Source: an optimization exercise on an open RTL-to-GDS flow (aim: small area, a short achievable clock period and few clock cycles per item). Production flows keep margins and buffers that such runs may drop.
The RTL was checked by simulation tests, not by an equivalence proof against the original design.
No activity file was given, so power comes from the tool's default toggle rates.

== run 1 ==
==> flow/design.v <==
`default_nettype none
package pipe_pkg;
    typedef logic [4:0] reg_addr_t;
    typedef logic [31:0] word_t;
    typedef logic [31:0] inst_addr_t;
    typedef logic [31:0] data_addr_t;
    typedef enum logic [3:0] {
        ADD = 4'd0,
        SUB = 4'd1,
        AND = 4'd2,
        OR  = 4'd3,
        XOR = 4'd4,
        SLT = 4'd5,
        SLL = 4'd6,
        SRL = 4'd7,
        BEQ = 4'd8,
        BNE = 4'd9,
        LW  = 4'd10,
        SW  = 4'd11,
        NOP = 4'd12
    } cmd_t;
    typedef struct packed {
        cmd_t       cmd;
        inst_addr_t pc;
        word_t      rs1;
        word_t      rs2;
        word_t      imm;
        reg_addr_t  rd;
    } issue_t;
    typedef struct packed {
        cmd_t       cmdtype;
        reg_addr_t  rsd_addr;
        word_t      rsd_data;
        logic       write_rsd;
        logic       branch;
        inst_addr_t branch_address;
        data_addr_t mem_addr;
        logic       mem_read;
    } ex_mem_t;
    typedef struct packed {
        reg_addr_t rd;
        word_t     data;
    } wb_t;
    typedef logic [5:0] stall_t;
    localparam int STALL_EX  = 3;
    localparam int STALL_MEM = 4;
endpackage
`default_nettype wire
`timescale 1ns/1ps
`default_nettype none
module ex_mem_top #(
    parameter int DMEM_WORDS = 16
) (
    input  logic        clk_in,
    input  logic        reset,
    input  logic        rdy_in,
    input  logic [3:0]  issue_cmd,
    input  logic [31:0] issue_pc,
    input  logic [31:0] issue_rs1,
    input  logic [31:0] issue_rs2,
    input  logic [31:0] issue_imm,
    input  logic [4:0]  issue_rd,
    input  logic        issue_strobe,
    output logic        ex_busy,
    output logic [4:0]  wb_rd,
    output logic [31:0] wb_data,
    output logic        wb_strobe,
    output logic        branch_taken,
    output logic [31:0] branch_target
);
    localparam logic [3:0] C_ADD = 4'd0;
    localparam logic [3:0] C_SUB = 4'd1;
    localparam logic [3:0] C_AND = 4'd2;
    localparam logic [3:0] C_OR  = 4'd3;
    localparam logic [3:0] C_XOR = 4'd4;
    localparam logic [3:0] C_SLT = 4'd5;
    localparam logic [3:0] C_SLL = 4'd6;
    localparam logic [3:0] C_SRL = 4'd7;
    localparam logic [3:0] C_BEQ = 4'd8;
    localparam logic [3:0] C_BNE = 4'd9;
    localparam logic [3:0] C_LW  = 4'd10;
    localparam logic [3:0] C_SW  = 4'd11;
    assign ex_busy = !rdy_in;
    logic accept;
    assign accept = issue_strobe && rdy_in;
    logic        d_br, d_sll, d_shift, d_inv, d_sw, d_wb, d_taken;
    logic [31:0] d_rs1, d_a, d_b;
    logic [5:0]  d_addr;
    always_comb begin
        d_br    = (issue_cmd == C_BEQ) || (issue_cmd == C_BNE);
        d_sll   = (issue_cmd == C_SLL);
        d_shift = (issue_cmd == C_SLL) || (issue_cmd == C_SRL);
        d_inv   = (issue_cmd == C_SUB) || (issue_cmd == C_SLT);
        d_sw    = (issue_cmd == C_SW);
        d_wb    = (issue_cmd <= C_SRL) || (issue_cmd == C_LW);
        d_taken = ((issue_rs1 == issue_rs2) == (issue_cmd == C_BEQ)) && d_br;
        d_addr  = issue_rs1[5:0] + issue_imm[5:0];
        for (int i = 0; i < 32; i++) d_rs1[i] = d_sll ? issue_rs1[31-i] : issue_rs1[i];
        if (d_shift && issue_rs2[4]) d_rs1 = {16'd0, d_rs1[31:16]};
        d_a = d_br ? issue_pc : (d_sw ? 32'd0 : d_rs1);
        d_b = d_br ? issue_imm : (d_inv ? ~issue_rs2 : issue_rs2);
    end
    logic        s_wb, s_br, s_sw;
    logic [31:0] s_a, s_p;
    logic        s_cin, s_g0, s_and, s_xor;
    logic        s_sum, s_slt, s_srl, s_sll;
    logic [15:0] s_sel;
    logic [3:0]  s_sh;
    logic [4:0]  s_rd;
    always_ff @(posedge clk_in) begin
        if (reset) begin
            s_wb <= 1'b0;
            s_br <= 1'b0;
            s_sw <= 1'b0;
        end else begin
            s_wb <= accept && d_wb;
            s_br <= accept && d_taken;
            s_sw <= accept && d_sw;
        end
    end
    always_ff @(posedge clk_in) begin
        s_a   <= d_a;
        s_p   <= d_a ^ d_b;
        s_cin <= d_inv;
        s_g0  <= (d_a[0] ^ d_b[0]) ? d_inv : d_a[0];
        s_and <= (issue_cmd == C_AND) || (issue_cmd == C_OR);
        s_xor <= (issue_cmd == C_XOR) || (issue_cmd == C_OR);
        s_sum <= (issue_cmd == C_ADD) || (issue_cmd == C_SUB) || d_br;
        s_slt <= (issue_cmd == C_SLT);
        s_srl <= (issue_cmd == C_SRL);
        s_sll <= d_sll;
        for (int w = 0; w < 16; w++)
            s_sel[w] <= (d_addr[5:2] == 4'(w)) && ((issue_cmd == C_LW) || d_sw);
        s_sh  <= issue_rs2[3:0];
        s_rd  <= issue_rd;
    end
    logic [31:0] dmem [DMEM_WORDS];
    logic [31:0] gn, pg, pp, ng, np, sum, lg, sh, sh_rev, rdata, result;
    logic        lt;
    int          j;
    always_comb begin
        gn = s_a & ~s_p;
        pg = gn;
        pp = s_p;
        pg[0] = s_g0;
        for (int l = 0; l < 5; l++) begin
            ng = pg;
            np = pp;
            for (int i = 0; i < 32; i++) begin
                if ((i >> l) & 1) begin
                    j = ((i >> l) << l) - 1;
                    ng[i] = pg[i] | (pp[i] & pg[j]);
                    np[i] = pp[i] & pp[j];
                end
            end
            pg = ng;
            pp = np;
        end
        sum = s_p ^ {pg[30:0], s_cin};
        lg  = ({32{s_and}} & gn) | ({32{s_xor}} & s_p);
        lt  = s_p[31] ? !pg[30] : s_a[31];
        sh  = s_a >> s_sh;
        for (int i = 0; i < 32; i++) sh_rev[i] = sh[31-i];
        rdata = '0;
        for (int w = 0; w < 16; w++) rdata = rdata | ({32{s_sel[w]}} & dmem[w]);
        result = ({32{s_sum}} & sum) | lg | {31'd0, s_slt & lt} |
                 ({32{s_srl}} & sh) | ({32{s_sll}} & sh_rev) |
                 rdata;
    end
    always_ff @(posedge clk_in) begin
        for (int w = 0; w < 16; w++) begin
            if (s_sw && s_sel[w]) dmem[w] <= s_p;
        end
    end
    logic        pend_wb, pend_br;
    logic [31:0] res;
    logic [4:0]  res_rd;
    always_ff @(posedge clk_in) begin
        if (reset) begin
            wb_strobe    <= 1'b0;
            branch_taken <= 1'b0;
            pend_wb      <= 1'b0;
            pend_br      <= 1'b0;
        end else begin
            wb_strobe    <= rdy_in && (s_wb || pend_wb);
            branch_taken <= rdy_in && (s_br || pend_br);
            pend_wb      <= !rdy_in && (s_wb || pend_wb);
            pend_br      <= !rdy_in && (s_br || pend_br);
        end
    end
    always_ff @(posedge clk_in) begin
        if (s_wb || s_br) begin
            res    <= result;
            res_rd <= s_rd;
        end
    end
    assign wb_data       = res;
    assign branch_target = res;
    assign wb_rd         = res_rd;
endmodule
`default_nettype wire
==> flow/config.mk <==
export PLATFORM = sky130hd
export DESIGN_NAME = ex_mem_top
export DESIGN_NICKNAME = ex_mem_top
export VERILOG_FILES = /design/flow/design.v
export SDC_FILE = /design/flow/constraint.sdc
export NUM_CORES = 4
export LEC_CHECK = 0
export CAP_MARGIN = 20
export CORE_MARGIN = 2
export CORE_UTILIZATION = 60
export CTS_BUF_LIST = sky130_fd_sc_hd__clkbuf_8
export CTS_CLUSTER_DIAMETER = 50
export CTS_CLUSTER_SIZE = 16
export GPL_ROUTABILITY_DRIVEN = 0
export SETUP_SLACK_MARGIN = 2.7
export SLEW_MARGIN = 20
export TNS_END_PERCENT = 100
==> flow/constraint.sdc <==
create_clock -name core_clock -period 5.0 [get_ports {clk_in}]
set_input_delay 1.0000 -clock core_clock [delete_from_list [all_inputs] [get_ports {clk_in}]]
set_output_delay 1.0000 -clock core_clock [all_outputs]
set_load 0.01 [all_outputs]
standard.sh (not shown) runs the stock make flow with config.mk's settings and CLKGATE_MAP_FILE= SYNTH_SCRIPT=/design/flow/synth_recipe.tcl, a recipe that flattens the netlist after the stock synthesis.
==> flow/flow/run.sh <==
#!/bin/bash
set -euo pipefail
bash standard.sh \
  BUFFER_PORTS_ARGS="-buffer_cell sky130_fd_sc_hd__buf_1" \
  CTS_ARGS="-sink_clustering_enable -repair_clock_nets -sink_clustering_size 16 -sink_clustering_max_diameter 50 -buf_list sky130_fd_sc_hd__clkbuf_8 -dont_use_dummy_load" \
  MATCH_CELL_FOOTPRINT=0 \
  finish > standard_make.log 2>&1
Run 1 ran to completion and came out clean on the timing, design-rule and antenna checks.
Testbench counts of run 1, summed over its fixed seeds: cycles 16,016, ops 16,000.
> inputs changed (run 1 -> run 2)
- GPL_ROUTABILITY_DRIVEN: 0 -> unset
- SETUP_SLACK_MARGIN: 2.7 -> 2.8
==> flow/run.sh (new file) <==
#!/bin/bash
# synth_recipe.tcl (not shown) runs the flow's synth.tcl, then flattens the netlist and writes it again
# the make line also repeats each setting of config.mk as NAME=value (left out here)
make -C /OpenROAD-flow-scripts/flow DESIGN_CONFIG=/design/flow/config.mk WORK_HOME=/design/flow/orfs CLKGATE_MAP_FILE= SYNTH_SCRIPT=/design/flow/synth_recipe.tcl finish
removed: flow/flow/run.sh
removed: flow/standard.sh
[summary]
Diff run 1 -> run 2: diode insertion count for antenna repair picked up an extra 3, sequential share of power lost 3.0 points. The run showing the greater number of buffers added by the clock tree synthesis step is run 1. Non-clock buffer count: run 2 lower than run 1. On sequential cell area, run 1 and run 2 are neck and neck. Power per standard cell area: run 2 higher than run 1. When the final numbers for run 1 and run 2 were put side by side, the number of fill cells in the layout turned out to be smaller in run 2.
Relative to run 2, the following input files were edited for run 3:
- CTS_CLUSTER_SIZE: 16 -> 20
- CTS_CLUSTER_DIAMETER: 50 -> 60
- CTS_BUF_LIST: sky130_fd_sc_hd__clkbuf_8 -> unset
- CORE_UTILIZATION: 60 -> 65
- Going from run 2 to run 3, routed wire length grows by 3900 um.
- Run 3 packs its core tighter than run 2.
- Run 2 → run 3: post-cts gate resize count now larger; count of clock-buffer cells in the layout now larger; area of combinational cells with multiple inputs now larger.
Setup changes, run 3 to run 4
- changing SETUP_SLACK_MARGIN from 2.8 to 2.7
- changing CTS_CLUSTER_SIZE from 20 to 16
- changing CORE_UTILIZATION from 65 to 60
- changing CTS_CLUSTER_DIAMETER from 60 to 50
- setting CTS_BUF_LIST to sky130_fd_sc_hd__clkbuf_8 for the first time
==> flow/flow/run.sh (new file) <==
#!/bin/bash
set -euo pipefail
bash standard.sh \
  BUFFER_PORTS_ARGS="-buffer_cell sky130_fd_sc_hd__buf_1" \
  CTS_ARGS="-sink_clustering_enable -repair_clock_nets -sink_clustering_size 22 -sink_clustering_max_diameter 50 -buf_list sky130_fd_sc_hd__clkbuf_16 -dont_use_dummy_load" \
  MATCH_CELL_FOOTPRINT=0 \
  finish > standard_make.log 2>&1
==> flow/standard.sh (new file) <==
#!/bin/bash
# synth_recipe.tcl (not shown) runs the flow's synth.tcl, then flattens the netlist and writes it again
# the make line also repeats each setting of config.mk as NAME=value (left out here)
make -C /OpenROAD-flow-scripts/flow DESIGN_CONFIG=/design/flow/config.mk WORK_HOME=/design/flow/orfs CLKGATE_MAP_FILE= SYNTH_SCRIPT=/design/flow/synth_recipe.tcl "${@:-finish}"
removed: flow/run.sh
--- outcome ---
The setup slack of run 4 is larger than that of run 3. Run 4 reports a lower count of clock buffers in the final design than run 3 does. Layout cell share with drive strength beyond 1 in run 4 vs run 3: down 8.5 points. | total global routing overflow | run 3 vs run 4 | ≈ equal |. Run 4 reports a lower total design power than run 3 does. Looking only at row count, and setting everything else aside, the lower value of run 4 and run 3 goes to run 3. The global-route track usage on met2 of run 4 falls short of that of run 3 by 5.7 points. The run showing the smaller synthesis-to-layout area growth is run 4.

== JK ==
// ex_mem_top: RTL as listed in full above, without the edits since
clock: 5.0 ns
lec_check: 0
cap_margin: 20
core_margin: 2
core_utilization: 60
cts_buf_list: sky130_fd_sc_hd__clkbuf_8
cts_cluster_diameter: 50
cts_cluster_size: 16
setup_slack_margin: 2.7
slew_margin: 20
tns_end_percent: 100
==> flow/flow/run.sh <==
#!/bin/bash
set -euo pipefail
bash standard.sh \
  BUFFER_PORTS_ARGS="-buffer_cell sky130_fd_sc_hd__buf_1" \
  CTS_ARGS="-sink_clustering_enable -repair_clock_nets -sink_clustering_size 28 -sink_clustering_max_diameter 60 -buf_list sky130_fd_sc_hd__clkbuf_16 -dont_use_dummy_load" \
  MATCH_CELL_FOOTPRINT=0 \
  finish > standard_make.log 2>&1
JK: no failed stages, no open violations at the end
Testbench counts of JK, summed over its fixed seeds: cycles 16,016, ops 16,000.
Changes in MS relative to JK:
- swapping 2.7 for 2.8 in SETUP_SLACK_MARGIN
==> flow/flow/run.sh <==
#!/bin/bash
# Standard ORFS layout (the standard.sh, unchanged synthesis), with two
# make settings: the port buffers start as buf_1 (the resizer may still
# upsize them), and clock tree synthesis inserts no dummy loads.
set -euo pipefail
bash standard.sh \
  BUFFER_PORTS_ARGS="-buffer_cell sky130_fd_sc_hd__buf_1" \
  CTS_ARGS="-sink_clustering_enable -repair_clock_nets -sink_clustering_size 16 -sink_clustering_max_diameter 50 -buf_list sky130_fd_sc_hd__clkbuf_8 -dont_use_dummy_load" \
  MATCH_CELL_FOOTPRINT=0 \
  finish > standard_make.log 2>&1
## What came out
MS vs JK: non-clock buffer count up
Final routed wirelength across all metal layers delta (MS − JK): unfavourable
Run comparison: MS end of the critical path branch_target[24]; JK end of the critical path res[23]$_DFFE_PP_
Diff JK -> MS: final cell count saw an increase; growth of design area from synthesis to finish saw an increase.
The inputs of AL differ from those of MS as listed below.
-- flow/flow/run.sh --
<<< MS, line 8
  CTS_ARGS="-sink_clustering_enable -repair_clock_nets -sink_clustering_size 16 -sink_clustering_max_diameter 50 -buf_list sky130_fd_sc_hd__clkbuf_8 -dont_use_dummy_load" \
  MATCH_CELL_FOOTPRINT=0 \
  finish > standard_make.log 2>&1
>>> AL, line 8
  CTS_ARGS="-sink_clustering_enable -repair_clock_nets -sink_clustering_size 16 -sink_clustering_max_diameter 50 -buf_list sky130_fd_sc_hd__clkbuf_8 -dont_use_dummy_load" \
  finish > standard_make.log 2>&1
## What came out
Looking at highest metal layer with signal wires, the met4 result is from AL; the met5 one comes from MS. AL reports its type of the worst setup path as reg -> reg while MS reports reg -> out. Comparing AL against MS, there is no change at all in area after synthesis. [compare] base=MS new=AL: path length in cells of the critical path now larger; register-to-register slack down 0.09 ns; combinational power -about 3%. Between AL and MS, it is AL whose fraction of final layout cells with drive strength greater than 1 is lower, by 1.4 points. Instance count after placement with tap cells included: AL vs MS, no meaningful difference. MS vs AL, launch point of the worst path: res[24]$_DFFE_PP_ vs s_sel[3]$_DFF_P_. Compared with MS, in AL number of sinks on the clock net has remained practically unchanged; relative area of clock buffers and inverters in the final design has remained practically unchanged; post-cts gate resize count has decreased; maximum level of the CTS H-tree has remained practically unchanged; non-clock buffer count has decreased.
### AL -> TR
- SETUP_SLACK_MARGIN: 2.8 -> 2.7
==> flow/flow/run.sh <==
#!/bin/bash
set -euo pipefail
bash standard.sh \
  BUFFER_PORTS_ARGS="-buffer_cell sky130_fd_sc_hd__buf_1" \
  CTS_ARGS="-sink_clustering_enable -repair_clock_nets -sink_clustering_size 16 -sink_clustering_max_diameter 50 -buf_list sky130_fd_sc_hd__clkbuf_8 -dont_use_dummy_load" \
  MATCH_CELL_FOOTPRINT=0 \
  finish > standard_make.log 2>&1
### Flow results
- The clock slew seen by the registers of the worst setup and hold paths was comparable across TR and AL.
- TR: global-route total usage across every layer lower than AL
- | met1 track demand over resource in global routing | TR vs AL | 2.4 points lower |
- Of the two values seen for capturing element of the worst setup path, res[6]$_DFFE_PP_ was produced by AL and res[8]$_DFFE_PP_ by TR.
- Going from AL to TR, data required time at the worst endpoint shows an increase of 0.06 ns; switching part of the total power shows a reduction of 0.50 points; amount of wire on met2 after detailed routing shows an increase of 0.47%; remaining max-slew budget at the tightest pin shows an increase of 11 points; area of combinational cells with multiple inputs shows a reduction of 4.2%.
Setup changes, TR to PW
- swapping 2.7 for 2.8 in SETUP_SLACK_MARGIN
==> flow/flow/run.sh <==
#!/bin/bash
set -euo pipefail
bash standard.sh \
  BUFFER_PORTS_ARGS="-buffer_cell sky130_fd_sc_hd__buf_1" \
  CTS_ARGS="-sink_clustering_enable -repair_clock_nets -sink_clustering_size 28 -sink_clustering_max_diameter 60 -buf_list sky130_fd_sc_hd__clkbuf_16 -dont_use_dummy_load" \
  MATCH_CELL_FOOTPRINT=0 \
  finish > standard_make.log 2>&1
## What came out
Cmp PW and TR / via count / lower: TR
Sort PW and TR by via count of the first global-routing pass, descending, and PW comes first.
Cmp PW vs TR: detailed-route wire length higher in PW
The fraction of area in multi-input gates number comes out higher for PW vs TR.
| clock group share of total power | lower: TR |
Compared with TR, PW is the more power-hungry design.

==> afterwards: timing with drivers on the ports <==
No port has a modelled driver above. Below, the same layouts with a new extraction and two added sets of constraints. Step 1: set_driving_cell puts a clkbuf_16 on clk_in and a buf_2 on each other input, an assumption about the parent block. Step 2, shift: input delay + t, output delay - t, t = (earliest + latest rising clock arrival at the registers) / 2. This alone moves slack from input paths to output paths. a / b / c = no drivers / after step 1 / after step 2; a / b = the first two.
| run | t, ns | setup slack, ns | worst register clock-pin slew, ns |
|---|---|---|---|
| run 1 | 0.721 | 2.496 / 2.496 / 2.049 | 0.11 / 0.11 |
| run 2 | 0.748 | 2.558 / 2.558 / 2.147 | 0.11 / 0.11 |
| run 3 | 0.668 | 2.524 / 2.524 / 2.152 | 0.09 / 0.09 |
| run 4 | 0.636 | 2.611 / 2.611 / 2.074 | 0.09 / 0.09 |
| JK | 0.627 | 2.568 / 2.568 / 2.117 | 0.11 / 0.11 |
| MS | 0.719 | 2.628 / 2.570 / 2.155 | 0.11 / 0.11 |
| AL | 0.709 | 2.552 / 2.552 / 2.164 | 0.10 / 0.10 |
| TR | 0.710 | 2.615 / 2.573 / 2.093 | 0.10 / 0.10 |
| PW | 0.633 | 2.571 / 2.571 / 2.221 | 0.10 / 0.10 |
After both steps setup and hold are still met in every run listed. For run 4, which loses most, drivers alone change the setup slack by 0.000 ns; drivers and shift together by -0.537 ns.
